Background: an optimization exercise with open tools, aiming at small area, a short achievable clock period and few clock cycles. Do not read the settings as production practice.
No run shown here included a check of the RTL's function; only the layout flow was run.
Power is estimated from default activity; no workload was simulated. The clock port is modelled as an ideal driver; clocking choices that lean on that would not hold on a real chip.

`flow/run.sh`:
```
#!/bin/bash
# synth_recipe.tcl (not shown) runs the flow's synth.tcl, then flattens the netlist and writes it again
# the make line also repeats each setting of config.mk as NAME=value (left out here)
make -C /OpenROAD-flow-scripts/flow DESIGN_CONFIG=/design/flow/config.mk WORK_HOME=/design/flow/orfs CLKGATE_MAP_FILE= SYNTH_SCRIPT=/design/flow/synth_recipe.tcl finish
```
`flow/config.mk`:
```
export PLATFORM = sky130hd
export DESIGN_NAME = egress_stamper
export DESIGN_NICKNAME = egress_stamper
export VERILOG_FILES = /design/flow/design.v
export SDC_FILE = /design/flow/constraint.sdc
export NUM_CORES = 4
export LEC_CHECK = 0
export ABC_CLOCK_PERIOD_IN_PS = 1800
export CAP_MARGIN = 20
export CORE_MARGIN = 2
export CORE_UTILIZATION = 55
export CTS_BUF_LIST = sky130_fd_sc_hd__clkbuf_4 sky130_fd_sc_hd__clkbuf_8 sky130_fd_sc_hd__clkbuf_16
export CTS_CLUSTER_DIAMETER = 100
export CTS_CLUSTER_SIZE = 30
export SETUP_SLACK_MARGIN = 2.0
export SLEW_MARGIN = 20
```
`flow/constraint.sdc`:
```
create_clock -name core_clock -period 4.0 [get_ports {clk}]
set_input_delay 0.8000 -clock core_clock [delete_from_list [all_inputs] [get_ports {clk}]]
set_output_delay 0.8000 -clock core_clock [all_outputs]
set_load 0.01 [all_outputs]
```
`flow/design.v`:
```
package egress_stamper_pkg;
    localparam int PACKET_XFER_LEN = 32;
    localparam int LEN_MSB  = 31;
    localparam int LEN_LSB  = 24;
    localparam int DEST_MSB = 15;
    localparam int DEST_LSB = 8;
    localparam int SRC_MSB  = 15;
    localparam int SRC_LSB  = 8;
    localparam int MIN_PKT_BYTES = 24;
    localparam int END_TIME_IDX  = 5;
    localparam int RING_SLOTS = 63;
    function automatic logic len_legal(input logic [7:0] len);
        len_legal = (len[1:0] == 2'b00) && (len[7:2] >= 6'd6);
    endfunction
endpackage
module pkt_ring #(
    parameter int DATA_W = 32,
    parameter int SLOTS  = 63
) (
    input  logic              clk,
    input  logic              we0,      
    input  logic              we1,      
    input  logic [DATA_W-1:0] wdata,
    output logic [DATA_W-1:0] rdata0,   
    output logic [DATA_W-1:0] rdata1    
);
    logic [DATA_W-1:0] stage [SLOTS];
    always_ff @(posedge clk) begin
        stage[0] <= we0 ? wdata : stage[SLOTS-1];
        stage[1] <= we1 ? wdata : stage[0];
        for (int i = 2; i < SLOTS; i++) begin
            stage[i] <= stage[i-1];
        end
    end
    assign rdata0 = stage[SLOTS-2];
    assign rdata1 = stage[SLOTS-1];
endmodule
module egress_stamper #(
    parameter int PACKET_XFER_LEN = egress_stamper_pkg::PACKET_XFER_LEN,
    parameter int MAX_WORDS       = 64
) (
    input  logic                       clk,
    input  logic                       reset,
    input  logic                       in_valid,
    input  logic                       in_sop,
    input  logic [PACKET_XFER_LEN-1:0] in_data,
    output logic                       in_ready,
    input  logic [31:0]                counter,
    input  logic                       egress_full,
    output logic                       out_write_en,
    output logic [PACKET_XFER_LEN-1:0] out_data,
    output logic                       busy,
    output logic                       drop_pulse,
    output logic [15:0]                drop_count
);
    localparam int L = egress_stamper_pkg::RING_SLOTS;
    function automatic logic [5:0] inc_slot(input logic [5:0] s);
        inc_slot = (s == 6'(L - 1)) ? 6'd0 : s + 6'd1;
    endfunction
    logic [5:0] ph, rs, rs2;       
    logic       collecting;        
    logic [5:0] cs;                
    logic [5:0] wrem;              
    logic       lastq;             
    logic [5:0] tail;              
    logic [5:0] nh;                
    logic       hdr_at;            
    logic [9:0] npkt;              
    logic [5:0] bcnt;              
    logic       bl_nz;             
    logic [2:0] bidx;              
    logic       tapsel, ctrsel;    
    logic       ef_q;              
    logic       dvalid;
    logic       mode;
    logic       hold;              
    logic [PACKET_XFER_LEN-1:0] tap0, tap1, tap;
    logic bl_gt1, bl_one, bidx4, w2, npk_nz;
    logic rs_eq_tail, rs_eq_nh, rs_eq_cs, rs2_eq_nh, rs2_eq_cs, skip;
    assign bl_gt1        = (bcnt[5:2] != 4'd0) || (bcnt[1:0] == 2'd3);
    assign bl_one        = bl_nz && !bl_gt1;
    assign bidx4         = (bidx == 3'(egress_stamper_pkg::END_TIME_IDX - 1));
    assign w2            = (wrem == 6'd3);
    assign npk_nz        = npkt[0];
    assign rs_eq_tail    = (rs == tail);
    assign rs_eq_nh      = (rs == nh);
    assign rs_eq_cs      = (rs == cs);
    assign rs2_eq_nh     = (rs2 == nh);
    assign rs2_eq_cs     = (rs2 == cs);
    assign skip          = dvalid && !bl_nz && !npk_nz;
    logic acc, sop_legal, sop_acc, dat_acc, cnow, start, egress_ok;
    logic hdr_new, abort_legal, abort_bad, direct_hdr, keep_dead;
    assign acc         = in_valid && in_ready;
    assign sop_legal   = egress_stamper_pkg::len_legal(in_data[31:24]);
    assign sop_acc     = acc && in_sop;
    assign dat_acc     = acc && !in_sop && collecting;
    assign cnow        = dat_acc && lastq;
    assign hdr_new     = sop_acc && sop_legal;
    assign abort_legal = hdr_new && collecting;
    assign abort_bad   = sop_acc && !sop_legal && collecting;
    assign egress_ok   = !egress_full || !ef_q;
    assign start       = hdr_at && !bl_nz && egress_ok && (npk_nz || cnow);
    assign hold        = !mode && hdr_at && !bl_nz && !egress_ok && (npk_nz || cnow);
    assign tap         = mode ? tap1 : tap0;
    assign direct_hdr  = hdr_new && (collecting ? (!npk_nz && !bl_nz) : !busy);
    assign keep_dead   = abort_legal && !direct_hdr;
    logic       collecting_n, dvalid_n, bl_nz_n, busy_n, in_ready_n, we_n;
    logic [9:0] npkt_n;
    logic       we0, we1;          
    logic       tail_is_rs_n, nh_is_rs_n, hdr_at_n, lastq_n;
    logic [5:0] tail_n, nh_n;
    assign nh_n = direct_hdr ? ph : skip ? cs : bl_one ? rs2 : nh;
    assign dvalid_n = !direct_hdr && !skip && (dvalid || abort_legal);
    assign tail_n = (hdr_new || dat_acc) ? rs : abort_bad ? cs : tail;
    assign collecting_n = hdr_new || (collecting && !abort_bad && !cnow);
    assign lastq_n = !sop_acc && (dat_acc ? w2 : lastq);
    assign bl_nz_n   = start || bl_gt1;
    assign npkt_n = start ? (cnow ? npkt : {1'b0, npkt[9:1]}) :
                            (cnow ? {npkt[8:0], 1'b1} : npkt);
    assign busy_n = bl_gt1 || npk_nz || (collecting ? !abort_bad : hdr_new);
    assign tail_is_rs_n = hdr_new || dat_acc || rs_eq_tail;
    assign nh_is_rs_n   = direct_hdr ? 1'b0 : skip ? rs_eq_cs : (!bl_one && rs_eq_nh);
    assign we_n       = !busy_n || (!hold && tail_is_rs_n && (bl_nz_n || !nh_is_rs_n));
    assign in_ready_n = !busy_n ||
                        (!hold && !(sop_acc && collecting) && !(dvalid && !skip) &&
                         tail_is_rs_n && (bl_nz_n || !nh_is_rs_n));
    assign hdr_at_n = hold || (!direct_hdr && (skip ? rs2_eq_cs : (bl_one || rs2_eq_nh)));
    logic drop_any, drop_two, dc_sat, dc_sat_n;
    logic [15:0] dc_m1, dc_m2;
    assign drop_any = sop_acc && (collecting || !sop_legal);
    assign drop_two = sop_acc && collecting && !sop_legal;
    always_comb begin
        dc_m1[0] = 1'b1;
        dc_m2[0] = 1'b0;
        dc_m2[1] = 1'b1;
        for (int i = 1; i < 16; i++) dc_m1[i] = dc_m1[i-1] && drop_count[i-1];
        for (int i = 2; i < 16; i++) dc_m2[i] = dc_m2[i-1] && drop_count[i-1];
    end
    assign dc_sat_n = dc_sat ||
                      (drop_any && (drop_count == 16'hFFFD)) ||
                      (drop_two && (drop_count == 16'hFFFC));
    pkt_ring #(
        .DATA_W(PACKET_XFER_LEN),
        .SLOTS (L)
    ) u_ring (
        .clk  (clk),
        .we0   (we0),
        .we1   (we1),
        .wdata (in_data),
        .rdata0(tap0),
        .rdata1(tap1)
    );
    always_ff @(posedge clk) begin
        ef_q <= egress_full;
        if (reset) begin
            ph           <= 6'd0;
            rs           <= 6'd1;
            rs2          <= 6'd2;
            collecting   <= 1'b0;
            lastq        <= 1'b0;
            npkt         <= '0;
            bcnt         <= 6'd0;
            bl_nz        <= 1'b0;
            tapsel       <= 1'b0;
            ctrsel       <= 1'b0;
            hdr_at       <= 1'b0;
            dvalid       <= 1'b0;
            drop_pulse   <= 1'b0;
            drop_count   <= 16'd0;
            dc_sat       <= 1'b0;
            out_write_en <= 1'b0;
            out_data     <= '0;
            busy         <= 1'b0;
            in_ready     <= 1'b1;
            we0          <= 1'b1;
            we1          <= 1'b0;
            mode         <= 1'b0;
        end else begin
            if (!hold) begin
                ph  <= rs;
                rs  <= rs2;
                rs2 <= inc_slot(rs2);
            end
            if (hold) mode <= 1'b1;
            drop_pulse <= drop_any;
            dc_sat     <= dc_sat_n;
            if (drop_any) begin
                drop_count <= dc_sat ? 16'hFFFF : (drop_count ^ (drop_two ? dc_m2 : dc_m1));
            end
            out_write_en <= start;
            out_data     <= (tap0 & {PACKET_XFER_LEN{(start || tapsel) && !mode}}) |
                            (tap1 & {PACKET_XFER_LEN{(start || tapsel) && mode}}) |
                            (PACKET_XFER_LEN'(counter) & {PACKET_XFER_LEN{ctrsel}});
            tapsel <= start || (bl_gt1 && !bidx4);
            ctrsel <= bl_gt1 && bidx4;
            if (start) begin
                bcnt <= tap[31:26];
                bidx <= 3'd1;
            end else if (bl_nz) begin
                bcnt <= bcnt - 6'd1;
                if (bidx != 3'd7) bidx <= bidx + 3'd1;
            end
            bl_nz   <= bl_nz_n;
            npkt    <= npkt_n;
            nh         <= nh_n;
            hdr_at     <= hdr_at_n;
            dvalid     <= dvalid_n;
            tail       <= tail_n;
            collecting <= collecting_n;
            lastq      <= lastq_n;
            busy       <= busy_n;
            in_ready   <= in_ready_n;
            we0        <= we_n && !(mode || hold);
            we1        <= we_n && (mode || hold);
        end
        if (hdr_new) begin
            cs   <= ph;
            wrem <= in_data[31:26];
        end else if (dat_acc) begin
            wrem <= wrem - 6'd1;
        end
    end
endmodule
```
==> flow_metrics.tcl, run 1 <==
set metrics [dict create \
    wl_per_cell_um 15.2 \
    placed_area_um2 49900 \
    die_x_um 297 \
    placementRows 107 \
    drtIter0Drc 850 \
    final-setup-viol-count 0 \
    die_area_um2 88200 \
    slew_headroom_pct 27.6 \
    worstSkewPairLatency_ps 670 \
    synth_area_per_cell_um2 17.2 \
    core_area_um2 85100 \
    slowest_stage "a2111o_1" \
    drive_gt1_share_pct 12.7 \
    clkTransAtPathRegs_ps 110 \
    pre_cts_ws_ps 751 \
    io_buffers 120 \
    p_leak_nw 21.1 \
    synth_commonest_cells "dfxtp_1, mux2_2, nand2_1, nor2_1, nand3_1" \
    required_ps 4570 \
    drv_slew 0 \
    overflow 0 \
    syn-num-nets 2820 \
    wl_um 62000 \
    worst_slack_ps 2030 \
    drc 0 \
    synth_top_area_cell "dfxtp_1" \
    postCtsHoldBufs 0 \
    startpoint_type "primary input" \
    cts_buffer_depth 3 \
    yosysMostFrequentCell "dfxtp_1" \
    synth_warnings 3 \
    via_per_inst 4.46 \
    dp_hpwl_um 34300 \
    die_h_um 297 \
    rsz0062_at_grt "true" \
    timing.setup.tns_ps 0 \
    grt_max_degree 63 \
    synth_seq_cells 2141 \
    grt_pass1_wl_um 101000 \
    status "finished clean" \
    synth_edf_count 27 \
    async_flop_share_pct 0 \
    max_freq_ghz 0.507 \
    power.total_mw 36.3 \
    post-route-period-util_pct 49.3 \
    vias 18200 \
    syn-cell-area_um2 47200 \
    vdd_drop_max_v 0.000470 \
    pin_count 121 \
    final_hold_viol_count 0 \
    critPathArrivalTime_ps 2540 \
    cts_sinks 2141 \
    ys.flop_type "dfxtp_1" \
    crit_path_max_incr_delay_ps 540 \
    critPathKind "primary input to register" \
    grt_pass1_vias 18500 \
    initial_core_util_pct 55.4 \
    hold_class "register to register" \
    drt_pass1_iterations 5 \
    finish.utilization_pct 61.6 \
    antenna_found_initial 3 \
    track_usage_pct 14.2 \
    ys_seq_area_share_pct 91.4 \
    diodes 0 \
    synth_top_cells_by_area "dfxtp_1, mux2_2, edfxtp_1" \
    worstPathCellList "buf_4 -> a2111o_1 -> a21oi_4 -> buf_6 -> inv_4 -> a211oi_4 -> a311oi_2 -> a311oi_1" \
    syn_inst 2740 \
    cts-htree-levels 3 \
    tightest_slew_ps 1090 \
    cts_buffers 81 \
    cp-end-kind "register" \
    finClkSkew_ps 43.6 \
    cap_viol_max_count 0 \
    gp_congestion 0.747 \
    synth.top_cell.area_share_pct 89.7 \
    num-nets-final 3012 \
    yosysUniqueCellTypes 64 \
    area_delta_synth_final_pct 11.2 \
    critPathMaxFanout 5 \
    cts-root-buf "clkbuf_16" \
    ant_nets 0 \
    p_per_area_nw_per_um2 692 \
    tritoncts "done" \
    fin_crit_ps 1970 \
    final_area_um2 52500 \
]
layer usage:
metal / wire [um] / GRT usage [%] / up-vias
met5: 12 / 0 / -
met4: 1910 / 4.89 / 2
met3: 2480 / 2.88 / 127
met2: 24900 / 20.2 / 272
met1: 32700 / 21.6 / 8709
li1: - / - / 9131
power breakdown:
group | switching, mW | leakage, nW | internal (mW)
clock | 5.77 | 1.09 | 3.85
combinational | 0.455 | 2.07 | 0.531
sequential | 0.920 | 17.9 | 24.8
cell type report:
class	count	area [um2]
inverters	16	62.6
fillers	6302	32700
flip-flops and latches	2141	43200
clock inverters	6	104
repair buffers	167	1490
multi-input cells	525	4070
clock buffers	88	2110
well taps	1144	1430
per-stage QoR:
stage | cells | hold WS (ps)
4_1_cts | 4085 | 305
3_5_place_dp | 3954 | 312
5_1_grt | 4087 | 323
3_3_place_gp | 3954 | 310
6_report | 4087 | 310
2_1_floorplan | 2740 | 310
flip-flops by register name (all words and copies together), names as in the netlist, 10 cells and up:
register and flops:
npkt 10, drop_count 16, u_ring.stage 2016, out_data 32
worst max-delay path: cells and delay by family:
| kind | cells | cell delay [ps] |
|---|---|---|
| buffers and inverters | 3 | 320 |
| AO/OA/AOI/OAI | 5 | 1420 |
path summary, 6_finish.rpt:
kind                                     startpoint             endpoint  slack, ps  cells after the start
worst max-delay path                    in_data[27]       drop_count[10]       2030                      8
worst min-delay path            u_ring.stage[35][9]  u_ring.stage[36][9]        310                      0
worst max register to register              bcnt[0]                nh[4]       2070                      6
worst min register to register  u_ring.stage[35][9]  u_ring.stage[36][9]        310                      0
cells in the final DEF, fill, tap and decap left out, types with 10 or more instances in the layout:
cell,n
dfxtp_1,2074
clkbuf_16,83
mux2_2,71
clkdlybuf4s50_1,58
nand2_1,52
nor2_1,46
buf_4,41
a21oi_1,38
buf_2,34
nand3_1,32
a31oi_1,31
dfxtp_2,30
edfxtp_1,27
nand3b_1,26
xor2_1,24
xnor2_1,22
buf_6,19
mux2i_1,18
inv_1,14
nand3_2,14
ha_1,10
dfxtp_4,10
logic make-up after synthesis:
family / Yosys count / synth area share [%]
xor gates and xnor gates: 46 / 0.854
buffers and inverters: 74 / 0.652
AOI/OAI and AO/OA: 147 / 2.14
muxes: 94 / 2.19
and+or+nand+nor: 227 / 2.49
adders and majority gates: 11 / 0.292
DFF: 2141 / 91.4
what timing repair did:
item / CTS / global route
resized for setup: 314 / 26
cloned: 1 / 0
pin swaps: 16 / 13
buffers inserted: 36 / 2
setup endpoints to repair: 187 / 57
==> run 2: changes to the inputs <==
--- a/flow/design.v
+++ b/flow/design.v
@@ -66,3 +66,3 @@
     logic [5:0] nh;                
-    logic       hdr_at;            
+    logic       hdr_at0, hdr_at1;  
     logic [9:0] npkt;              
@@ -71,3 +71,4 @@
     logic [2:0] bidx;              
-    logic       tapsel, ctrsel;    
+    logic       tapsel0, tapsel1;  
+    logic       ctrsel;            
     logic       ef_q;              
@@ -101,4 +102,8 @@
     assign egress_ok   = !egress_full || !ef_q;
-    assign start       = hdr_at && !bl_nz && egress_ok && (npk_nz || cnow);
-    assign hold        = !mode && hdr_at && !bl_nz && !egress_ok && (npk_nz || cnow);
+    logic start0, start1, can_start;
+    assign can_start   = !bl_nz && (npk_nz || cnow);
+    assign start0      = hdr_at0 && can_start && egress_ok;
+    assign start1      = hdr_at1 && can_start && egress_ok;
+    assign start       = start0 || start1;
+    assign hold        = hdr_at0 && can_start && !egress_ok;
     assign tap         = mode ? tap1 : tap0;
@@ -106,3 +111,3 @@
     assign keep_dead   = abort_legal && !direct_hdr;
-    logic       collecting_n, dvalid_n, bl_nz_n, busy_n, in_ready_n, we_n;
+    logic       collecting_n, dvalid_n, bl_nz_n, busy_n, in_ready_n, we_n, mode_n;
     logic [9:0] npkt_n;
@@ -120,2 +125,3 @@
     assign busy_n = bl_gt1 || npk_nz || (collecting ? !abort_bad : hdr_new);
+    assign mode_n = hold || (mode && busy_n);
     assign tail_is_rs_n = hdr_new || dat_acc || rs_eq_tail;
@@ -163,5 +169,7 @@
             bl_nz        <= 1'b0;
-            tapsel       <= 1'b0;
+            tapsel0      <= 1'b0;
+            tapsel1      <= 1'b0;
             ctrsel       <= 1'b0;
-            hdr_at       <= 1'b0;
+            hdr_at0      <= 1'b0;
+            hdr_at1      <= 1'b0;
             dvalid       <= 1'b0;
@@ -183,3 +191,3 @@
             end
-            if (hold) mode <= 1'b1;
+            mode <= mode_n;
             drop_pulse <= drop_any;
@@ -190,6 +198,7 @@
             out_write_en <= start;
-            out_data     <= (tap0 & {PACKET_XFER_LEN{(start || tapsel) && !mode}}) |
-                            (tap1 & {PACKET_XFER_LEN{(start || tapsel) && mode}}) |
+            out_data     <= (tap0 & {PACKET_XFER_LEN{start0 || tapsel0}}) |
+                            (tap1 & {PACKET_XFER_LEN{start1 || tapsel1}}) |
                             (PACKET_XFER_LEN'(counter) & {PACKET_XFER_LEN{ctrsel}});
-            tapsel <= start || (bl_gt1 && !bidx4);
+            tapsel0 <= start0 || (bl_gt1 && !bidx4 && !mode);
+            tapsel1 <= start1 || (bl_gt1 && !bidx4 && mode);
             ctrsel <= bl_gt1 && bidx4;
@@ -205,3 +214,4 @@
             nh         <= nh_n;
-            hdr_at     <= hdr_at_n;
+            hdr_at0    <= hdr_at_n && !mode_n;
+            hdr_at1    <= hdr_at_n && mode_n;
             dvalid     <= dvalid_n;
@@ -212,4 +222,4 @@
             in_ready   <= in_ready_n;
-            we0        <= we_n && !(mode || hold);
-            we1        <= we_n && (mode || hold);
+            we0        <= we_n && !mode_n;
+            we1        <= we_n && mode_n;
         end
==> run 2 against run 1 <==
Net effect:
- still clean on timing, DRC and antenna
- setup slack got worse by 240 ps
- sequential share of layout area increased by 0.22 points
- sequential power increased by 4%
- critical path depth increased by 3
- count of clock-buffer cells in the layout unchanged
- worst hold slack improved by 5.6 ps
- combinational power increased by 18%
- wire length increased by 2.3%
- critical path type unchanged
==> flow_metrics.tcl, run 2 <==
set metrics [dict create \
    core_area_um2 84900 \
    vdd_drop_max_v 0.000393 \
    num-nets-final 2991 \
    p_leak_nw 21.1 \
    cts_buffer_depth 3 \
    r2r_start "drop_count[10]" \
    synth.top_cell.area_share_pct 90.2 \
    final_hold_viol_count 0 \
    final_common_cell "dfxtp_1" \
    synth_edf_count 27 \
    synth_fa_ha_area_share_pct 0.293 \
    syn-cell-area_um2 47000 \
    drt-met1-wl_um 32500 \
    largestRegisters "u_ring.stage (2016), out_data (32), drop_count (16)" \
    critPathArrivalTime_ps 2760 \
    worstSkewPairLatency_ps 650 \
    die_h_um 296 \
    synth_top_area_cell "dfxtp_1" \
    via_per_inst 4.45 \
    synth_compound_area_share_pct 2.66 \
    drv_slew 0 \
    drt_pass1_iterations 7 \
    max_freq_ghz 0.453 \
    fill_cells 6266 \
    pin_count 121 \
    synth_area_per_cell_um2 17.4 \
    yosysUniqueCellTypes 60 \
    hold_class "register to register" \
    grt_pass1_wl_um 97900 \
    wl_um 63400 \
    largest_register_ffs 2016 \
    critPathKind "primary input to register" \
    critPathMaxFanout 4 \
    required_ps 4550 \
    synth_mux_area_share_pct 1.81 \
    async_flop_share_pct 0 \
    cts_buffers 82 \
    final-setup-viol-count 0 \
    cts-root-buf "clkbuf_16" \
    ys_seq_area_share_pct 91.9 \
    highest_layer "met4" \
    startpoint_type "primary input" \
    cts_sinks 2143 \
    finClkSkew_ps 26.1 \
    syn-num-nets 2786 \
    min_from "u_ring.stage[59][20]" \
    layout_common_cells "dfxtp_1, clkbuf_16, mux2_2" \
    dp_hpwl_um 34900 \
    holdPathStages 0 \
    track_usage_pct 14.2 \
    gp_congestion 0.768 \
    synth_commonest_cells "dfxtp_1, mux2_2, nor2_1, nand2_1, a21oi_1" \
    cts-htree-levels 3 \
    area_delta_synth_final_pct 11.5 \
    ant_nets 0 \
    worst_slack_ps 1790 \
    antenna_found_initial 9 \
    status "finished clean" \
    route.met3.wl_um 2930 \
    startpoint "in_data[28]" \
    cap_viol_max_count 0 \
    die_x_um 296 \
    postCtsHoldBufs 0 \
    clkTransAtPathRegs_ps 110 \
    ys.flop_type "dfxtp_1" \
    dr_wl_met2_um 26000 \
    yosysMostFrequentCell "dfxtp_1" \
    p_per_area_nw_per_um2 721 \
    io_buffers 120 \
    synth-xor-area-share_pct 0.913 \
    wl_per_cell_um 15.6 \
    drive_gt1_share_pct 12.0 \
    placementRows 107 \
    synth_top_cells_by_area "dfxtp_1, edfxtp_1, mux2_2" \
    overflow 0 \
    fin_crit_ps 2210 \
    die_area_um2 87800 \
    post-route-period-util_pct 55.2 \
    synth_seq_cells 2143 \
    vias 18100 \
    tightest_slew_ps 997 \
    drc 0 \
    tritoncts "done" \
    grt_max_degree 57 \
    grt_pass1_vias 18000 \
    synth_top_family_by_area "compound AO/OA/AOI/OAI gates" \
    initial_core_util_pct 55.4 \
    drtIter0Drc 991 \
    cp-end-kind "register" \
    rsz0062_at_grt "true" \
    timing.setup.tns_ps 0 \
    synth-simple-area-share_pct 1.85 \
    synth_warnings 3 \
    reg2reg_depth 9 \
    syn_inst 2706 \
    largest_register "u_ring.stage" \
    slew_headroom_pct 33.6 \
    pre_cts_ws_ps 489 \
]
==> run 2: changes by cell type after synthesis, moves of 12 or more <==
cell | previous run | this run
a31oi_1 | 32 | 6
nand3b_1 | 26 | 1
nor2_1 | 48 | 64
mux2i_1 | 18 | 6
nand3_1 | 46 | 9
a222oi_1 | 0 | 32
==> run 2: worst paths after layout <==
| path | end | slack, ps |
|---|---|---|
| setup / recovery | drop_count[15] | 1790 |
| hold / removal | u_ring.stage[60][20] | 320 |
| setup reg to reg | drop_count[15] | 1880 |
| hold reg to reg | u_ring.stage[60][20] | 320 |
==> run 2: cells by family after synthesis <==
| family | Yosys count |
|---|---|
| fa+ha+maj | 11 |
| buf+inv | 73 |
| compound gates | 166 |
| simple gates | 188 |
| flops | 2143 |
| mux | 76 |
| xor+xnor | 49 |
==> run 2: area by class of cell <==
type	count	area [um2]	share of cell area (%)
well taps	1144	1430	2.73
diodes	3	7.51	0.0143
flip-flops and latches	2143	43300	82.5
clock inverters	8	114	0.217
multi-input cells	490	3770	7.19
inverters	20	78.8	0.150
repair buffers	174	1580	3.02
clock buffers	88	2170	4.14
==> run 2: where the power goes <==
group / total, mW / switching, mW / internal (mW)
clock: 9.77 / 5.81 / 3.96
combinational: 1.16 / 0.587 / 0.573
sequential: 26.8 / 1.17 / 25.7
==> run 2: what timing repair did <==
action / CTS / global route
resized for setup: 324 / 29
endpoints found under the setup margin: 175 / 87
setup buffers: 25 / 18
cloned: 0 / 3
pin swaps: 11 / 19
==> run 2: metrics by stage <==
step / hold WS (ps) / utilization [%] / cells / power, mW / cell area [um2]
3_5_place_dp: 312 / 58.4 / 3925 / 28.2 / 49500
2_1_floorplan: 310 / - / 2706 / 27.4 / 47100
5_1_grt: 297 / 61.7 / 4067 / 39.4 / 52400
6_report: 316 / 61.7 / 4070 / 37.8 / 52400
4_1_cts: 314 / 61.3 / 4046 / 38.0 / 52000
3_3_place_gp: 310 / 58.4 / 3925 / 28.2 / 49500
==> run 2: worst max-delay path: stages <==
cell and delay (ps):
buf_8 110, a2111oi_4 320, buf_4 200, o211ai_1 130, a2111o_1 410, nor2_1 110
ha_2 200, nor2_2 40, nor2_1 100, nor2_1 60, a311oi_1 280
==> run 2: layer usage <==
layer,track usage (%),vias to the layer above
li1,-,9038
met1,21.4,8608
met2,20.7,329
met3,2.68,127
met4,4.84,0
met5,0,-
==> run 3: changes to the inputs <==
--- a/flow/config.mk
+++ b/flow/config.mk
@@ -14,3 +14,3 @@
 export CTS_CLUSTER_SIZE = 30
-export SETUP_SLACK_MARGIN = 2.0
+export SETUP_SLACK_MARGIN = 2.1
 export SLEW_MARGIN = 20
==> run 3 against run 2 <==
Net effect:
- still clean
- count of clock-buffer cells in the layout is the same
- wire length shrank 1.5%
- highest routed layer is now met5
- first-iteration DRC count grew 14%
- register-to-register slack lost 40 ps
==> flow_metrics.tcl, run 3 <==
set metrics [dict create \
    synth_warnings 3 \
    critPathKind "primary input to register" \
    hold_class "register to register" \
    num-nets-final 2995 \
    cap_viol_max_count 0 \
    final-setup-viol-count 0 \
    required_ps 4560 \
    layout_common_cells "dfxtp_1, clkbuf_16, mux2_2" \
    ant_nets 0 \
    synth_top_area_cell "dfxtp_1" \
    core_area_um2 84900 \
    worstSkewPairLatency_ps 650 \
    via_per_inst 4.45 \
    post-route-period-util_pct 56.3 \
    drt-met1-wl_um 31800 \
    synth_top_cells_by_area "dfxtp_1, edfxtp_1, mux2_2" \
    dr_wl_met2_um 26300 \
    die_x_um 296 \
    postCtsHoldBufs 0 \
    route.met3.wl_um 3060 \
    drtIter0Drc 1126 \
    area_delta_synth_final_pct 11.7 \
    fin_crit_ps 2250 \
    worstReg2RegEnd "drop_count[15]" \
    synth_commonest_cells "dfxtp_1, mux2_2, nor2_1, nand2_1, a21oi_1" \
    vdd_drop_max_v 0.000444 \
    status "finished clean" \
    r2r_slack_ps 1840 \
    r2r_start "drop_count[10]" \
    final_common_cell "dfxtp_1" \
    worstPathCellList "buf_8 -> a2111oi_4 -> o211ai_1 -> a2111o_1 -> nor2_1 -> ha_2 -> nor2_2 -> nor2_1 -> nor2_1 -> a311oi_1" \
    antenna_found_initial 5 \
    track_usage_pct 14.3 \
    cts-root-buf "clkbuf_16" \
    worst_slack_ps 1750 \
    tritoncts "done" \
    wl_um 62500 \
    startpoint_type "primary input" \
    drc 0 \
    largest_register "u_ring.stage" \
    finClkSkew_ps 19.9 \
    p_leak_nw 21.1 \
    critPathMaxFanout 3 \
    drv_slew 0 \
    cp-end-kind "register" \
    reg2reg_depth 9 \
    die_area_um2 87800 \
    ys.flop_type "dfxtp_1" \
    slowest_stage "a2111oi_4" \
    fin_hold_ws_ps 315 \
    cts-htree-levels 3 \
    grt_pass1_vias 18100 \
    grt_max_degree 54 \
    yosysMostFrequentCell "dfxtp_1" \
    final_hold_viol_count 0 \
    syn-num-nets 2786 \
    slew_headroom_pct 30.0 \
    endpoint "drop_count[15]" \
    tightest_slew_ps 1050 \
    drt_pass1_iterations 7 \
    rsz0062_at_grt "true" \
    crit_path_max_incr_delay_ps 450 \
    wl_per_cell_um 15.3 \
    fill_cells 6133 \
    drive_gt1_share_pct 12.9 \
    gp_congestion 0.807 \
    largest_register_ffs 2016 \
    cp_common_cell "nor2_1" \
    synth_seq_cells 2143 \
    overflow 0 \
    pre_cts_ws_ps 599 \
    startpoint "in_data[28]" \
    initial_core_util_pct 55.4 \
    synth.top_cell.area_share_pct 90.2 \
    p_per_area_nw_per_um2 715 \
    cts_buffer_depth 3 \
    synth_area_per_cell_um2 17.4 \
    dp_hpwl_um 34500 \
    cts_buffers 81 \
    vias 18100 \
    io_buffers 120 \
    grt_pass1_wl_um 99600 \
    placementRows 107 \
    critPathArrivalTime_ps 2810 \
    clkTransAtPathRegs_ps 120 \
    cts_sinks 2143 \
    async_flop_share_pct 0 \
    pin_count 121 \
    syn_inst 2706 \
    syn-cell-area_um2 47000 \
    min_from "u_ring.stage[43][29]" \
    highest_layer "met5" \
    ys_seq_area_share_pct 91.9 \
    yosysUniqueCellTypes 60 \
    synth_edf_count 27 \
    max_freq_ghz 0.444 \
    timing.setup.tns_ps 0 \
    die_h_um 296 \
    largestRegisters "u_ring.stage (2016), out_data (32), drop_count (16)" \
]
## run 3: cell type report
cell class | count | area [um2] | share of cell area (%)
sequential | 2143 | 43300 | 82.4
multi-input combinational | 491 | 3820 | 7.28
clock buffer | 88 | 2140 | 4.07
timing repair buffer | 178 | 1670 | 3.17
tap | 1144 | 1430 | 2.73
clock inverter | 6 | 86.3 | 0.165
inverter | 20 | 78.8 | 0.150
antenna | 3 | 7.51 | 0.0143
## run 3: worst min path at each step
stage,endpoint,slack [ps],depth (start not counted)
after CTS,u_ring.stage[43][11],320,0
after global placement,u_ring.stage[54][31],310,0
after floorplan,u_ring.stage[10][0],310,0
after detailed placement,u_ring.stage[15][30],310,0
final,u_ring.stage[44][29],320,0
after global routing,u_ring.stage[44][29],310,0
## run 3: what timing repair did
| action | in CTS | in global routing |
|---|---|---|
| resized for setup | 355 | 37 |
| setup endpoints to repair | 182 | 120 |
| pin swaps | 15 | 18 |
| gates cloned | 2 | 0 |
| buffers inserted | 29 | 19 |
## run 3: cell families after synthesis
logic type	share of synthesized area [%]
compound gates	2.66
xor+xnor	0.913
buf+inv	0.594
simple gates	1.85
flops	91.9
mux	1.81
fa+ha+maj	0.293
## run 3: stage by stage
step | utilization (%) | cells | total power [mW] | cell area, um2
after floorplan | - | 2706 | 27.4 | 47200
after global placement | 58.4 | 3926 | 28.2 | 49600
after detailed placement | 58.4 | 3926 | 28.3 | 49600
after CTS | 61.5 | 4051 | 38.0 | 52200
after global routing | 61.8 | 4071 | 39.2 | 52500
final | 61.8 | 4073 | 37.5 | 52500
## run 3: layer usage
metal / vias up / GRT usage [%]
li1: 9050 / -
met2: 323 / 21.1
met4: 4 / 4.04
met1: 8663 / 21.4
met5: - / 0
met3: 103 / 3.18
## run 3: report_power, final
part | switching, mW | internal [mW]
registers | 1.18 | 25.7
logic | 0.506 | 0.510
clock network | 5.75 | 3.89
## run 3: worst max-delay path: cells and delay by family
family	cells	cell delay [ps]
fa+ha+maj	1	200
compound gates	4	1370
simple gates	4	330
buf+inv	1	100
==> run 4: changes to the inputs <==
--- a/flow/design.v
+++ b/flow/design.v
@@ -133,6 +133,5 @@
     assign hdr_at_n = hold || (!direct_hdr && (skip ? rs2_eq_cs : (bl_one || rs2_eq_nh)));
-    logic drop_any, drop_two, dc_sat, dc_sat_n;
-    logic [15:0] dc_m1, dc_m2;
+    logic drop_any, dc_sat, dc_sat_n;
+    logic [15:0] dc_m1, dc_m2, dc_p1, dc_p2, dc_if_legal, dc_if_bad;
     assign drop_any = sop_acc && (collecting || !sop_legal);
-    assign drop_two = sop_acc && collecting && !sop_legal;
     always_comb begin
@@ -141,8 +140,12 @@
         dc_m2[1] = 1'b1;
-        for (int i = 1; i < 16; i++) dc_m1[i] = dc_m1[i-1] && drop_count[i-1];
-        for (int i = 2; i < 16; i++) dc_m2[i] = dc_m2[i-1] && drop_count[i-1];
+        for (int i = 1; i < 16; i++) dc_m1[i] = &(drop_count | ~((16'd1 << i) - 16'd1));
+        for (int i = 2; i < 16; i++) dc_m2[i] = &(drop_count | ~((16'd1 << i) - 16'd2));
     end
+    assign dc_p1 = dc_sat ? 16'hFFFF : (drop_count ^ dc_m1);
+    assign dc_p2 = dc_sat ? 16'hFFFF : (drop_count ^ dc_m2);
+    assign dc_if_legal = collecting ? dc_p1 : drop_count;
+    assign dc_if_bad   = collecting ? dc_p2 : dc_p1;
     assign dc_sat_n = dc_sat ||
-                      (drop_any && (drop_count == 16'hFFFD)) ||
-                      (drop_two && (drop_count == 16'hFFFC));
+                      (sop_acc && (collecting || !sop_legal) && (drop_count == 16'hFFFD)) ||
+                      (sop_acc && collecting && !sop_legal && (drop_count == 16'hFFFC));
     pkt_ring #(
@@ -194,4 +197,4 @@
             dc_sat     <= dc_sat_n;
-            if (drop_any) begin
-                drop_count <= dc_sat ? 16'hFFFF : (drop_count ^ (drop_two ? dc_m2 : dc_m1));
+            if (sop_acc) begin
+                drop_count <= sop_legal ? dc_if_legal : dc_if_bad;
             end
--- a/flow/config.mk
+++ b/flow/config.mk
@@ -14,3 +14,3 @@
 export CTS_CLUSTER_SIZE = 30
-export SETUP_SLACK_MARGIN = 2.1
+export SETUP_SLACK_MARGIN = 2.0
 export SLEW_MARGIN = 20
==> run 4 against run 3 <==
Net effect:
- highest routed layer is now met4
- wire length increased by 2.0%
- via count rose by 2.4%
- clock power increased by 1%
- critical endpoint is now tail[0]
- clock skew fell by 2.2 ps
- global-route usage about the same
- flip-flop and latch count is the same
- total power about the same
- register-to-register slack better by 170 ps
- final area grew 0.12%
- non-clock buffer count shrank 10
- die area increased by 0.78%
- worst hold slack gained 4.4 ps
==> flow_metrics.tcl, run 4 <==
set metrics [dict create \
    vias 18600 \
    synth_top_cells_by_area "dfxtp_1, mux2_2, edfxtp_1" \
    critPathMaxFanout 12 \
    max_freq_ghz 0.499 \
    critPathKind "primary input to register" \
    area_delta_synth_final_pct 11.0 \
    overflow 0 \
    required_ps 4410 \
    ys_seq_area_share_pct 91.2 \
    fin_hold_ws_ps 320 \
    crit_path_max_incr_delay_ps 570 \
    layout_common_cells "dfxtp_1, clkbuf_16, mux2_2" \
    syn-cell-area_um2 47400 \
    die_area_um2 88500 \
    drt_pass1_iterations 6 \
    async_flop_share_pct 0 \
    vdd_drop_max_v 0.000417 \
    synth_area_per_cell_um2 17.1 \
    diodes 0 \
    critPathArrivalTime_ps 2410 \
    largest_register_ffs 2016 \
    cts-htree-levels 3 \
    antenna_found_initial 3 \
    largest_register "u_ring.stage" \
    drtIter0Drc 1185 \
    worstPathCellList "clkbuf_4 -> a2111oi_4 -> buf_4 -> or4_4 -> buf_12 -> nand2_8 -> mux2_2" \
    p_leak_nw 21.3 \
    drive_gt1_share_pct 12.6 \
    placed_cells 3983 \
    wl_per_cell_um 15.5 \
    synth_commonest_cells "dfxtp_1, nor2_1, mux2_2, nand2_1, a21oi_1" \
    worst_slack_ps 2000 \
    drc 0 \
    timing.setup.tns_ps 0 \
    grt_pass1_vias 18700 \
    ys.flop_type "dfxtp_1" \
    synth_top_area_cell "dfxtp_1" \
    slowest_stage "or4_4" \
    post-route-period-util_pct 50.1 \
    tightest_slew_ps 911 \
    initial_core_util_pct 55.5 \
    fin_crit_ps 2000 \
    final_hold_viol_count 0 \
    cap_viol_max_count 0 \
    yosysMostFrequentCell "dfxtp_1" \
    die_h_um 297 \
    placementRows 107 \
    startpoint_type "primary input" \
    final_common_cell "dfxtp_1" \
    dp_hpwl_um 35400 \
    crit_family "simple AND/OR/NAND/NOR gates" \
    syn-num-nets 2856 \
    gr-usage-met1_pct 21.0 \
    gp_congestion 0.781 \
    yosysUniqueCellTypes 64 \
    syn_inst 2768 \
    worstSkewPairLatency_ps 660 \
    track_usage_pct 14.4 \
    num-nets-final 3051 \
    synth.top_cell.area_share_pct 89.5 \
    grt_use_met2_pct 21.2 \
    grt_pass1_wl_um 102000 \
    die_x_um 297 \
    finish.utilization_pct 61.6 \
    pre_cts_ws_ps 562 \
    busiest_layer "met2" \
    clkTransAtPathRegs_ps 110 \
    final-setup-viol-count 0 \
    core_area_um2 85300 \
    hold_class "register to register" \
    synth_warnings 3 \
    cp-end-kind "register" \
    pin_count 121 \
    drv_slew 0 \
    cts-root-buf "clkbuf_16" \
    cts_sinks 2143 \
    slew_headroom_pct 39.3 \
    synth_seq_cells 2143 \
    io_buffers 120 \
    grt_max_degree 66 \
    critPathBufInv 3 \
    via_per_inst 4.51 \
    cts_buffers 82 \
    status "finished clean" \
    final_cells 4117 \
    ant_nets 0 \
    rsz0062_at_grt "true" \
    fill_cells 6274 \
    cts_buffer_depth 3 \
    postCtsHoldBufs 0 \
    finClkSkew_ps 17.7 \
    wl_um 63700 \
    largestRegisters "u_ring.stage (2016), out_data (32), drop_count (16)" \
    synth_edf_count 27 \
    met3_usage_pct 3.35 \
    p_per_area_nw_per_um2 714 \
    tritoncts "done" \
]
[run 4: changes by cell type after synthesis, sizes merged, moves of 5 or more]
| cell | change |
|---|---|
| nand3 | +18 |
| buf | +14 |
| xnor2 | -13 |
| nor2 | +12 |
| clkbuf | -8 |
| ha | +8 |
| a211oi | -6 |
| a21oi | +6 |
| and3 | +6 |
| nor2b | -6 |
| nand2 | +5 |
| xor2 | +5 |
[run 4: metal layers]
layer,routed length (um),part of all wire (%)
met5,0,0
met4,1800,2.8
met3,3080,4.8
met2,26700,42
met1,32100,50
[run 4: cell families after synthesis]
| family | synth area share (%) |
|---|---|
| and+or+nand+nor | 2.34 |
| xor gates and xnor gates | 0.758 |
| AOI/OAI and AO/OA | 2.63 |
| adders and majority gates | 0.502 |
| DFF | 91.2 |
| muxes | 1.95 |
| buffers and inverters | 0.661 |
[run 4: where the power goes]
part	switching [mW]	leakage, nW	internal [mW]
sequential	1.15	17.9	25.5
clock	5.85	1.11	3.92
combinational	0.558	2.25	0.514
total	7.55	21.3	30.0
[run 4: cell type report]
| cell class | count | area (um2) | share of cell area, % |
|---|---|---|---|
| multi-input combinational | 551 | 4130 | 7.85 |
| inverter | 17 | 76.3 | 0.145 |
| clock buffer | 87 | 2140 | 4.08 |
| timing repair buffer | 168 | 1390 | 2.64 |
| sequential | 2143 | 43300 | 82.3 |
| clock inverter | 7 | 121 | 0.231 |
| tap | 1144 | 1430 | 2.72 |
[run 4: through the flow]
step	cell area, um2	power (mW)
4_1_cts	52400	38.0
3_3_place_gp	49900	28.1
6_report	52500	37.5
3_5_place_dp	49900	28.1
5_1_grt	52500	39.2
2_1_floorplan	47600	27.3
[run 4: worst reg2reg max path, stage by stage (launching register included)]
cell	delay, ps
dfxtp_4	380
buf_4	150
nand4_1	210
nor2_4	80
and2_1	160
ha_1	180
mux2_2	270
and3_1	190
nor4_2	270
[run 4: timing repair]
item,4_1_cts,5_1_grt
setup endpoints to repair,176,84
cloned,1,1
pin swaps,9,5
resized for setup,312,40
setup buffers,31,7
[run 4: final timing paths]
kind              cells after the start  slack [ps]            startpoint                   end
setup / recovery                      7        2000           in_data[27]               tail[0]
setup reg to reg                      8        2010         drop_count[6]        drop_count[10]
hold / removal                        0         320  u_ring.stage[29][21]  u_ring.stage[30][21]
hold reg to reg                       0         320  u_ring.stage[29][21]  u_ring.stage[30][21]
==> run 5: changes to the inputs <==
--- a/flow/config.mk
+++ b/flow/config.mk
@@ -10,3 +10,3 @@
 export CORE_MARGIN = 2
-export CORE_UTILIZATION = 55
+export CORE_UTILIZATION = 50
 export CTS_BUF_LIST = sky130_fd_sc_hd__clkbuf_4 sky130_fd_sc_hd__clkbuf_8 sky130_fd_sc_hd__clkbuf_16
==> run 5 against run 4 <==
Net effect:
- sequential share of layout area decreased by 0.66 points
- count of clock-buffer cells in the layout increased by 2
- critical endpoint is now out_data[13]
- worst hold slack got worse by 8.4 ps
- via count decreased by 0.55%
- utilization decreased by 5.0 points
- flip-flop and latch count unchanged
- largest cell class unchanged
- synthesized area unchanged
- critical path depth decreased by 6
- highest routed layer is now met5
==> flow_metrics.tcl, run 5 <==
set metrics [dict create \
    synth_edf_count 27 \
    power.internal_mw 30.0 \
    synth_commonest_cells "dfxtp_1, nor2_1, mux2_2, nand2_1, a21oi_1" \
    layout_common_cells "dfxtp_1, clkbuf_16, mux2_2" \
    tightest_slew_ps 1020 \
    hold_end "u_ring.stage[22][1]" \
    final_hold_viol_count 0 \
    pin_count 121 \
    r2r_start "in_ready" \
    largestRegisters "u_ring.stage (2016), out_data (32), drop_count (16)" \
    worstSkewPairLatency_ps 680 \
    synth_seq_cells 2143 \
    cp-end-kind "output port" \
    syn-cell-area_um2 47400 \
    placementRows 112 \
    ant_nets 0 \
    critPathMaxFanout 1 \
    synth_area_per_cell_um2 17.1 \
    gp_congestion 0.758 \
    rsz0062_at_grt "true" \
    antenna_found_initial 4 \
    slew_headroom_pct 31.9 \
    io_buffers 120 \
    combinationalPowerShare_pct 3.0 \
    status "finished clean" \
    ys.flop_type "dfxtp_1" \
    final-setup-viol-count 0 \
    drive_gt1_share_pct 13.2 \
    overflow 0 \
    r2r_slack_ps 2070 \
    cts_buffer_depth 3 \
    core_area_um2 93600 \
    area_delta_synth_final_pct 11.9 \
    p_per_area_nw_per_um2 710 \
    die_h_um 312 \
    final_common_cell "dfxtp_1" \
    holdPathStages 0 \
    drv_slew 0 \
    p_leak_nw 21.4 \
    finClkSkew_ps 23.7 \
    fin_crit_ps 2030 \
    crit_family "flip-flops" \
    wl_per_cell_um 15.2 \
    num-nets-final 3061 \
    initial_core_util_pct 50.6 \
    postCtsHoldBufs 0 \
    min_from "u_ring.stage[21][1]" \
    yosysUniqueCellTypes 64 \
    tritoncts "done" \
    worst_slack_ps 1970 \
    drc 0 \
    clkPwrFrac_pct 26.3 \
    timing.setup.tns_ps 0 \
    critPathBufInv 1 \
    switching_share_pct 20.2 \
    critPathArrivalTime_ps 1230 \
    synth.top_cell.area_share_pct 89.5 \
    die_area_um2 97200 \
    async_flop_share_pct 0 \
    clkTransAtPathRegs_ps 100 \
    cts-htree-levels 3 \
    drtIter0Drc 1029 \
    max_freq_ghz 0.492 \
    pre_cts_ws_ps 550 \
    worstReg2RegEnd "in_ready" \
    dp_hpwl_um 35600 \
    ys_seq_area_share_pct 91.2 \
    largest_register "u_ring.stage" \
    yosysMostFrequentCell "dfxtp_1" \
    synth_warnings 3 \
    track_usage_pct 13.2 \
    via_per_inst 4.36 \
    grt_pass1_vias 18700 \
    cts_buffers 83 \
    final_cells 4241 \
    required_ps 3200 \
    cts_sinks 2143 \
    crit_path_max_incr_delay_ps 430 \
    pwr-share-seq_pct 70.7 \
    hold_class "register to register" \
    vias 18500 \
    synth_top_area_cell "dfxtp_1" \
    syn-num-nets 2856 \
    largest_register_ffs 2016 \
    placed_cells 4092 \
    reg2reg_depth 8 \
    critPathKind "register to output port" \
    slowest_stage "dfxtp_4" \
    die_x_um 312 \
    cap_viol_max_count 0 \
    post-route-period-util_pct 50.8 \
    grt_max_degree 38 \
    syn_inst 2768 \
    worstPathCellList "buf_6" \
    vdd_drop_max_v 0.000510 \
    startpoint_type "register" \
    drt_pass1_iterations 5 \
    switchingPower_mw 7.59 \
    grt_pass1_wl_um 103000 \
    synth_top_cells_by_area "dfxtp_1, mux2_2, edfxtp_1" \
    cts-root-buf "clkbuf_16" \
    wl_um 64600 \
]
run 5: cell counts after synthesis:
No cell type changed its count.
run 5: cell type report:
type,count,area (um2)
well taps,1254,1570
repair buffers,178,1600
flip-flops and latches,2143,43300
clock buffers,89,2160
diodes,1,2.50
inverters,17,76.3
multi-input cells,550,4150
clock inverters,9,158
fillers,7343,40600
run 5: per-stage QoR:
stage	total power, mW	area (um2)	hold slack, ps	util (%)
detailed placement	28.1	50100	312	53.5
floorplan	27.3	47600	310	-
CTS	38.0	52700	312	56.3
global route	39.2	53000	310	56.6
finish	37.6	53000	311	56.6
global placement	28.0	50100	310	53.5
run 5: kinds of logic (layout without fill, tap and decap cells):
kind of cell / after synthesis / in the layout / synth area share [%]
flip-flops: 2143 / 2143 / 91.2
multiplexers: 83 / 83 / 1.95
buffers and inverters: 76 / 293 / 0.661
adder cells (fa/ha/maj): 19 / 19 / 0.502
AND/OR/NAND/NOR: 236 / 236 / 2.34
AO/OA/AOI/OAI: 170 / 171 / 2.63
XOR/XNOR: 41 / 41 / 0.758
other: 0 / 1 / 0
run 5: worst max-delay path by stage:
stage                 startpoint  slack [ps]        endpoint  cells after the start
CTS                 out_data[13]        1920    out_data[13]                      1
finish              out_data[13]        1970    out_data[13]                      1
floorplan            in_data[27]        1690  drop_count[15]                      6
global route        out_data[13]        1910    out_data[13]                      1
global placement     in_data[27]         560  drop_count[10]                      6
detailed placement   in_data[28]         550  drop_count[10]                      6
run 5: power by group through the flow:
| stage | Sequential (mW) | Clock, mW | Combinational (mW) |
|---|---|---|---|
| global placement | 27.0 | 0 | 0.975 |
| detailed placement | 27.1 | 0 | 0.997 |
| global route | 27.1 | 11.0 | 1.22 |
| finish | 26.6 | 9.88 | 1.13 |
| floorplan | 26.6 | 0 | 0.709 |
| CTS | 26.7 | 10.2 | 1.07 |
run 5: what timing repair did:
| item | 4_1_cts | 5_1_grt |
|---|---|---|
| setup buffers | 37 | 12 |
| setup endpoints to repair | 188 | 119 |
| resized for setup | 336 | 47 |
| cloned | 0 | 1 |
| pin swaps | 7 | 12 |
run 5: per-layer routing:
metal | global-route usage (%) | wire (um) | vias up
met1 | 19.7 | 33700 | 8809
met3 | 2.58 | 2400 | 125
li1 | - | - | 9276
met5 | 0 | 28 | -
met2 | 19.2 | 26400 | 268
met4 | 4.75 | 2030 | 4
==> run 6: changes to the inputs <==
--- a/flow/design.v
+++ b/flow/design.v
@@ -59,3 +59,4 @@
     endfunction
-    logic [5:0] ph, rs, rs2;       
+    logic [5:0] ph, rs;            
+    logic [5:0] rs_inc;            
     logic       collecting;        
@@ -66,3 +67,3 @@
     logic [5:0] nh;                
-    logic       hdr_at0, hdr_at1;  
+    logic       hdr_at;            
     logic [9:0] npkt;              
@@ -79,3 +80,3 @@
     logic bl_gt1, bl_one, bidx4, w2, npk_nz;
-    logic rs_eq_tail, rs_eq_nh, rs_eq_cs, rs2_eq_nh, rs2_eq_cs, skip;
+    logic rs_eq_tail, rs_eq_nh, rs_eq_cs, skip;
     assign bl_gt1        = (bcnt[5:2] != 4'd0) || (bcnt[1:0] == 2'd3);
@@ -88,4 +89,4 @@
     assign rs_eq_cs      = (rs == cs);
-    assign rs2_eq_nh     = (rs2 == nh);
-    assign rs2_eq_cs     = (rs2 == cs);
+    assign rs_inc        = inc_slot(rs);
+    assign hdr_at        = rs_eq_nh;
     assign skip          = dvalid && !bl_nz && !npk_nz;
@@ -103,7 +104,7 @@
     logic start0, start1, can_start;
-    assign can_start   = !bl_nz && (npk_nz || cnow);
-    assign start0      = hdr_at0 && can_start && egress_ok;
-    assign start1      = hdr_at1 && can_start && egress_ok;
-    assign start       = start0 || start1;
-    assign hold        = hdr_at0 && can_start && !egress_ok;
+    assign can_start   = hdr_at && !bl_nz && (npk_nz || cnow);
+    assign start       = can_start && egress_ok;
+    assign start0      = start && !mode;
+    assign start1      = start && mode;
+    assign hold        = can_start && !egress_ok && !mode;
     assign tap         = mode ? tap1 : tap0;
@@ -112,7 +113,7 @@
     logic       collecting_n, dvalid_n, bl_nz_n, busy_n, in_ready_n, we_n, mode_n;
+    logic       we0, we1;          
     logic [9:0] npkt_n;
-    logic       we0, we1;          
-    logic       tail_is_rs_n, nh_is_rs_n, hdr_at_n, lastq_n;
+    logic       tail_is_rs_n, nh_is_rs_n, lastq_n;
     logic [5:0] tail_n, nh_n;
-    assign nh_n = direct_hdr ? ph : skip ? cs : bl_one ? rs2 : nh;
+    assign nh_n = direct_hdr ? ph : skip ? cs : bl_one ? rs_inc : nh;
     assign dvalid_n = !direct_hdr && !skip && (dvalid || abort_legal);
@@ -129,9 +130,9 @@
     assign we_n       = !busy_n || (!hold && tail_is_rs_n && (bl_nz_n || !nh_is_rs_n));
-    assign in_ready_n = !busy_n ||
-                        (!hold && !(sop_acc && collecting) && !(dvalid && !skip) &&
-                         tail_is_rs_n && (bl_nz_n || !nh_is_rs_n));
-    assign hdr_at_n = hold || (!direct_hdr && (skip ? rs2_eq_cs : (bl_one || rs2_eq_nh)));
-    logic drop_any, dc_sat, dc_sat_n;
-    logic [15:0] dc_m1, dc_m2, dc_p1, dc_p2, dc_if_legal, dc_if_bad;
+    assign in_ready_n = !busy_n || (!hold &&
+                        (!(sop_acc && collecting) && !(dvalid && !skip) &&
+                         tail_is_rs_n && (bl_nz_n || !nh_is_rs_n)));
+    logic drop_any, drop_two, dc_sat, dc_sat_n;
+    logic [15:0] dc_m1, dc_m2;
     assign drop_any = sop_acc && (collecting || !sop_legal);
+    assign drop_two = sop_acc && collecting && !sop_legal;
     always_comb begin
@@ -140,12 +141,8 @@
         dc_m2[1] = 1'b1;
-        for (int i = 1; i < 16; i++) dc_m1[i] = &(drop_count | ~((16'd1 << i) - 16'd1));
-        for (int i = 2; i < 16; i++) dc_m2[i] = &(drop_count | ~((16'd1 << i) - 16'd2));
+        for (int i = 1; i < 16; i++) dc_m1[i] = dc_m1[i-1] && drop_count[i-1];
+        for (int i = 2; i < 16; i++) dc_m2[i] = dc_m2[i-1] && drop_count[i-1];
     end
-    assign dc_p1 = dc_sat ? 16'hFFFF : (drop_count ^ dc_m1);
-    assign dc_p2 = dc_sat ? 16'hFFFF : (drop_count ^ dc_m2);
-    assign dc_if_legal = collecting ? dc_p1 : drop_count;
-    assign dc_if_bad   = collecting ? dc_p2 : dc_p1;
     assign dc_sat_n = dc_sat ||
-                      (sop_acc && (collecting || !sop_legal) && (drop_count == 16'hFFFD)) ||
-                      (sop_acc && collecting && !sop_legal && (drop_count == 16'hFFFC));
+                      (drop_any && (drop_count == 16'hFFFD)) ||
+                      (drop_two && (drop_count == 16'hFFFC));
     pkt_ring #(
@@ -166,3 +163,2 @@
             rs           <= 6'd1;
-            rs2          <= 6'd2;
             collecting   <= 1'b0;
@@ -174,5 +170,4 @@
             tapsel1      <= 1'b0;
+            mode         <= 1'b0;
             ctrsel       <= 1'b0;
-            hdr_at0      <= 1'b0;
-            hdr_at1      <= 1'b0;
             dvalid       <= 1'b0;
@@ -187,8 +182,6 @@
             we1          <= 1'b0;
-            mode         <= 1'b0;
         end else begin
             if (!hold) begin
-                ph  <= rs;
-                rs  <= rs2;
-                rs2 <= inc_slot(rs2);
+                ph <= rs;
+                rs <= rs_inc;
             end
@@ -197,4 +190,4 @@
             dc_sat     <= dc_sat_n;
-            if (sop_acc) begin
-                drop_count <= sop_legal ? dc_if_legal : dc_if_bad;
+            if (drop_any) begin
+                drop_count <= dc_sat ? 16'hFFFF : (drop_count ^ (drop_two ? dc_m2 : dc_m1));
             end
@@ -217,4 +210,2 @@
             nh         <= nh_n;
-            hdr_at0    <= hdr_at_n && !mode_n;
-            hdr_at1    <= hdr_at_n && mode_n;
             dvalid     <= dvalid_n;
==> flow/flow/run.sh (new file) <==
#!/bin/bash
# The standard layout (standard.sh) with two changes to how it is made:
# ports are buffered with buf_2 cells rather than delay cells, and the clock
# tree gets no dummy loads. standard.sh's whole output goes to standard.log;
# ORFS keeps each step's own log under orfs/logs.
set -euo pipefail
export BUFFER_PORTS_ARGS="-buffer_cell sky130_fd_sc_hd__buf_2"
export CTS_ARGS="-sink_clustering_enable -repair_clock_nets -dont_use_dummy_load -sink_clustering_size 30 -sink_clustering_max_diameter 100 -buf_list {sky130_fd_sc_hd__clkbuf_4 sky130_fd_sc_hd__clkbuf_8 sky130_fd_sc_hd__clkbuf_16}"
bash standard.sh > standard.log 2>&1
==> flow/standard.sh (new file) <==
#!/bin/bash
# synth_recipe.tcl (not shown) runs the flow's synth.tcl, then flattens the netlist and writes it again
# the make line also repeats each setting of config.mk as NAME=value (left out here)
make -C /OpenROAD-flow-scripts/flow DESIGN_CONFIG=/design/flow/config.mk WORK_HOME=/design/flow/orfs CLKGATE_MAP_FILE= SYNTH_SCRIPT=/design/flow/synth_recipe.tcl "${@:-finish}"
--- a/flow/config.mk
+++ b/flow/config.mk
@@ -10,3 +10,3 @@
 export CORE_MARGIN = 2
-export CORE_UTILIZATION = 50
+export CORE_UTILIZATION = 55
 export CTS_BUF_LIST = sky130_fd_sc_hd__clkbuf_4 sky130_fd_sc_hd__clkbuf_8 sky130_fd_sc_hd__clkbuf_16
@@ -14,3 +14,3 @@
 export CTS_CLUSTER_SIZE = 30
-export SETUP_SLACK_MARGIN = 2.0
+export SETUP_SLACK_MARGIN = 2.1
 export SLEW_MARGIN = 20
removed: flow/run.sh
==> run 6 against run 5 <==
Net effect:
- utilization up 4.9 points
- count of clock-buffer cells in the layout down 8
- highest routed layer unchanged
- combinational power down 17%
- synthesized cell count down 2.0%
- sequential power down 2%
==> flow_metrics.tcl, run 6 <==
set metrics [dict create \
    status "finished clean" \
    endpoint "drop_count[15]" \
    critPathBufInv 1 \
    finClkSkew_ps 64.7 \
    drive_gt1_share_pct 15.9 \
    syn_inst 2712 \
    ant_nets 0 \
    core_area_um2 84900 \
    cts_buffers 81 \
    critical_path_cell_count 9 \
    dp_hpwl_um 36100 \
    fin_crit_ps 1990 \
    worstPathCellList "buf_8 -> a2111oi_4 -> or3_4 -> nand3_4 -> a2111oi_4 -> ha_2 -> or2_2 -> a21oi_1 -> a311oi_1" \
    grt_use_met2_pct 20.7 \
    drc 0 \
    antenna_found_initial 9 \
    crit_path_max_incr_delay_ps 380 \
    syn-cell-area_um2 46900 \
    gr-usage-met1_pct 21.5 \
    initial_core_util_pct 55.2 \
    layout_common_cells "dfxtp_1, clkbuf_16, buf_2" \
    startpoint_type "primary input" \
    wl_um 63300 \
    grt_max_degree 63 \
    grt_pass1_wl_um 99500 \
    met3_usage_pct 3.70 \
    die_h_um 296 \
    post-route-period-util_pct 49.8 \
    r2r_start "in_ready" \
    reg2reg_depth 9 \
    slew_headroom_pct 29.0 \
    placementRows 107 \
    worstReg2RegEnd "out_data[1]" \
    switching_share_pct 19.6 \
    syn-num-nets 2792 \
    largestRegisters "u_ring.stage (2016), out_data (32), drop_count (16)" \
    vdd_drop_max_v 0.000463 \
    synth_edf_count 27 \
    max_freq_ghz 0.502 \
    synth_warnings 3 \
    timing.setup.tns_ps 0 \
    crit_family "compound AO/OA/AOI/OAI gates" \
    cp_common_cell "a2111oi_4" \
    largest_register "u_ring.stage" \
    critPathMaxFanout 3 \
    pin_count 121 \
    die_x_um 296 \
    via_per_inst 4.47 \
    synth_commonest_cells "dfxtp_1, nand2_1, nor2_1, mux2_2, a21oi_1" \
    cap_viol_max_count 0 \
    p_leak_nw 21.1 \
    r2r_slack_ps 2010 \
    rsz0062_at_grt "true" \
    clkTransAtPathRegs_ps 110 \
    worst_slack_ps 2010 \
    cts_buffer_depth 3 \
    combinationalPowerShare_pct 2.6 \
    wl_per_cell_um 15.5 \
    p_per_area_nw_per_um2 696 \
    cp-end-kind "register" \
    required_ps 4540 \
    drtIter0Drc 961 \
    synth.top_cell.area_share_pct 90.0 \
    vias 18200 \
    cts-root-buf "clkbuf_16" \
    cts-htree-levels 3 \
    power.internal_mw 29.2 \
    critPathKind "primary input to register" \
    tightest_slew_ps 1060 \
    busiest_layer "met1" \
    synth_top_cells_by_area "dfxtp_1, edfxtp_1, mux2_2" \
    pre_cts_ws_ps 1150 \
    drv_slew 0 \
    final_common_cell "dfxtp_1" \
    die_area_um2 87600 \
    synth_top_area_cell "dfxtp_1" \
    clkPwrFrac_pct 25.5 \
    overflow 0 \
    area_delta_synth_final_pct 11.4 \
    hold_class "register to register" \
    final_hold_viol_count 0 \
    pwr-share-seq_pct 71.9 \
    startpoint "in_data[28]" \
    worstSkewPairLatency_ps 650 \
    ys_seq_area_share_pct 91.7 \
    switchingPower_mw 7.14 \
    tritoncts "done" \
    yosysUniqueCellTypes 66 \
    synth_area_per_cell_um2 17.3 \
    largest_register_ffs 2016 \
    cts_sinks 2135 \
    gp_congestion 0.774 \
    drt_pass1_iterations 5 \
    io_buffers 120 \
    num-nets-final 3012 \
    yosysMostFrequentCell "dfxtp_1" \
    final-setup-viol-count 0 \
    grt_pass1_vias 18100 \
    critPathArrivalTime_ps 2530 \
    track_usage_pct 14.5 \
    slowest_stage "a2111oi_4" \
    synth_seq_cells 2135 \
    ys.flop_type "dfxtp_1" \
    async_flop_share_pct 0 \
]
## run 6: changes by cell type after synthesis, moves of 9 or more
cell      change
a22oi_1      +35
a221o_1      +32
a222oi_1     -32
nand3_1      -16
clkbuf_1     -13
a211oi_1     -10
nand2_1      +10
xor2_1       -10
mux2_2        -9
nor2_1        -9
## run 6: logic make-up (layout without fill, tap and decap cells)
| logic type | count (synthesis) | count (layout) | synth area share, % |
|---|---|---|---|
| buffers and inverters | 66 | 281 | 0.627 |
| XOR/XNOR | 34 | 35 | 0.651 |
| AO/OA/AOI/OAI | 185 | 185 | 2.92 |
| flip-flops | 2135 | 2135 | 91.7 |
| AND/OR/NAND/NOR | 211 | 213 | 2.11 |
| other | 0 | 1 | 0 |
| adder cells (fa/ha/maj) | 11 | 11 | 0.294 |
| multiplexers | 70 | 70 | 1.67 |
## run 6: per-layer routing
metal,part of all wire [%],up-vias
li1,-,9087
met1,51,8703
met2,41,292
met3,5.0,132
met4,3.3,6
met5,0.065,-
## run 6: cell type report
class / count / area (um2)
sequential: 2135 / 43100
fill: 6200 / 32700
multi-input combinational: 514 / 4040
clock buffer: 81 / 2030
timing repair buffer: 183 / 1510
tap: 1144 / 1430
inverter: 17 / 68.8
antenna: 1 / 2.50
## run 6: metrics by stage
stage                     hold slack (ps)  area, um2  total power [mW]  utilization, %  std cells
after detailed placement              312      48900              27.4            57.6       3934
after CTS                             284      51900              36.7            61.2       4062
after floorplan                       310      47100              26.7               -       2712
after global routing                  285      52200              37.9            61.5       4075
final                                 282      52200              36.4            61.5       4075
after global placement                309      48900              27.3            57.6       3934
## run 6: worst min path at each step
| stage | startpoint | cells past startpoint | endpoint |
|---|---|---|---|
| 6_report | u_ring.stage[19][2] | 0 | u_ring.stage[20][2] |
| 2_1_floorplan | u_ring.stage[9][0] | 0 | u_ring.stage[10][0] |
| 4_1_cts | egress_full | 1 | ef_q |
| 3_5_place_dp | u_ring.stage[13][23] | 0 | u_ring.stage[14][23] |
| 3_3_place_gp | u_ring.stage[58][2] | 0 | u_ring.stage[59][2] |
| 5_1_grt | u_ring.stage[17][2] | 0 | u_ring.stage[18][2] |
## run 6: power by group through the flow
stage	sequential [mW]	clock [mW]	combinational [mW]
2_1_floorplan	26.1	0	0.586
3_3_place_gp	26.6	0	0.720
3_5_place_dp	26.6	0	0.741
4_1_cts	26.2	9.64	0.867
5_1_grt	26.5	10.4	1.01
6_report	26.1	9.27	0.937
## run 6: repair_timing
action	4_1_cts	5_1_grt
setup buffers	44	11
gates resized for setup	146	51
cloned	3	1
endpoints found under the setup margin	168	156
hold buffers	0	0
pin swaps	28	28
==> run 7: changes to the inputs <==
--- a/flow/config.mk
+++ b/flow/config.mk
@@ -7,2 +7,3 @@
 export LEC_CHECK = 0
+export ABC_AREA = 1
 export ABC_CLOCK_PERIOD_IN_PS = 1800
==> run 7 against run 6 <==
Net effect:
- still clean
- via count grew 6.2%
- critical path depth fell by 8
- critical path type is now register to output port
- clock power barely moved
- cell count up 7.5%
- clock skew rose by 2.1 ps
- maximum frequency increased by 0.53%
- wire length grew 2.5%
- synthesized cell count rose by 11%
- worst hold slack gained 8.3 ps
- total power shrank 12%
- register-to-register slack improved by 70 ps
- synthesized area increased by 0.75%
==> flow_metrics.tcl, run 7 <==
set metrics [dict create \
    num-nets-final 3318 \
    tightest_slew_ps 879 \
    synth_seq_cells 2135 \
    crit_path_max_incr_delay_ps 390 \
    vdd_drop_max_v 0.000376 \
    io_buffers 120 \
    ant_nets 0 \
    grt_use_met2_pct 21.4 \
    fill_cells 6328 \
    wl_per_cell_um 14.8 \
    grt_pass1_wl_um 103000 \
    grt_max_degree 37 \
    cp-end-kind "output port" \
    p_per_area_nw_per_um2 608 \
    cts_buffer_depth 3 \
    tritoncts "done" \
    placementRows 107 \
    power.total_mw 32.2 \
    dp_hpwl_um 34400 \
    track_usage_pct 14.5 \
    via_per_inst 4.41 \
    synth_area_per_cell_um2 15.8 \
    timing.setup.tns_ps 0 \
    largest_register "u_ring.stage" \
    p_leak_nw 22.7 \
    max_freq_ghz 0.505 \
    core_area_um2 85100 \
    synth_top_area_cell "dfxtp_1" \
    yosysMostFrequentCell "dfxtp_1" \
    cts-root-buf "clkbuf_16" \
    yosysUniqueCellTypes 36 \
    largestRegisters "u_ring.stage (2016), out_data (32), drop_count (16)" \
    cts_buffers 81 \
    die_area_um2 88200 \
    drc 0 \
    die_x_um 297 \
    slowest_stage "dfxtp_4" \
    rsz0062_at_grt "true" \
    status "finished clean" \
    finClkSkew_ps 66.8 \
    syn_inst 2998 \
    critPathBufInv 1 \
    overflow 0 \
    hold_class "register to register" \
    initial_core_util_pct 55.5 \
    critPathKind "register to output port" \
    die_h_um 297 \
    synth.top_cell.area_share_pct 89.3 \
    synth_edf_count 27 \
]
==> run 7: cell count changes in the layout (fill, tap and decap cells not counted), moves of 12 or more <==
cell	change
nand3_2	+29
inv_1	+97
nor2_1	-15
a221o_1	-32
nand3_1	+35
inv_2	+13
nand2_1	+199
mux2_2	-12
nand2_2	+22
o21ai_0	+39
a22oi_1	-34
nand2_4	+26
==> run 7: what timing repair did <==
action,4_1_cts,5_1_grt
cloned,7,3
resized for setup,136,142
hold buffers,0,0
pin swaps,13,60
setup endpoints to repair,156,137
setup buffers,33,29
==> run 7: path summary, 6_finish.rpt <==
path,start,endpoint,slack (ps),depth (start not counted)
max,out_data[24],out_data[24],2020,1
min,u_ring.stage[24][30],u_ring.stage[25][30],290,0
max reg2reg,rs[2],out_data[6],2080,14
min reg2reg,u_ring.stage[24][30],u_ring.stage[25][30],290,0
==> run 7: where the power goes <==
| group | switching [mW] | internal [mW] | leakage [nW] |
|---|---|---|---|
| logic | 0.156 | 0.112 | 3.82 |
| clock network | 5.63 | 3.66 | 0.998 |
| registers | 0.259 | 22.4 | 17.9 |
==> run 7: layout make-up <==
cell class,instances,area (um2),share of cell area (%)
timing repair buffer,192,1510,2.85
multi-input combinational,692,4300,8.13
inverter,135,539,1.02
sequential,2135,43100,81.5
timing repair inverter,1,5.00,0.00946
tap,1144,1430,2.70
clock buffer,81,2030,3.83
antenna,1,2.50,0.00473
==> run 7: routing by layer <==
layer | wire length [um] | share of wire, %
met5 | 12 | 0.019
met4 | 1840 | 2.8
met2 | 27600 | 43
met3 | 2700 | 4.2
met1 | 32700 | 50
==> run 7: cell families (layout without fill, tap and decap cells) <==
logic type,after synthesis,count (layout),synth area share (%)
simple gates,485,492,4.27
compound gates,121,121,1.34
mux,52,52,1.24
xor+xnor,16,16,0.297
buf+inv,178,409,1.50
fa+ha+maj,11,11,0.291
flops,2135,2135,91.1
other cells,0,1,0
==> run 7: worst register-to-register path: cells and delay by family, from the launching register on <==
family | cells | cell delay [ps]
buf+inv | 4 | 480
flops | 1 | 390
simple gates | 10 | 1060
==> run 7: through the flow <==
stage	hold WS [ps]	utilization (%)	setup WS (ps)	instance area, um2	instances
after floorplan	310	-	1830	47300	2998
after global placement	310	57.8	993	49200	4226
after detailed placement	312	57.8	884	49200	4227
after CTS	276	61.2	1970	52100	4348
after global routing	291	62.2	1960	52900	4380
final	290	62.2	2020	52900	4381

[afterwards: timing with drivers on the ports]
In the flow no input, the clock included, has a driving cell. The finished layouts below were timed again as built, in two steps.
Step 1 assumes that a clkbuf_16 drives the clock port and a buf_2 every other input.
Step 2 also shifts input and output timing later by t, the mid clock arrival at the registers, as if the neighbouring blocks saw the same clock.
a / b / c = ideal / step 1 / step 2; a / b = the first two.
run | t, ns | setup WS [ns]
run 1 | 0.712 | 2.029 / 1.975 / 1.348
run 2 | 0.704 | 1.791 / 1.812 / 1.109
run 3 | 0.702 | 1.750 / 1.771 / 1.070
run 4 | 0.706 | 1.998 / 1.957 / 1.326
run 5 | 0.734 | 1.969 / 1.902 / 1.322
run 6 | 0.673 | 2.009 / 1.997 / 1.340
run 7 | 0.682 | 2.020 / 1.958 / 1.459
After both steps every run listed still meets setup and hold.
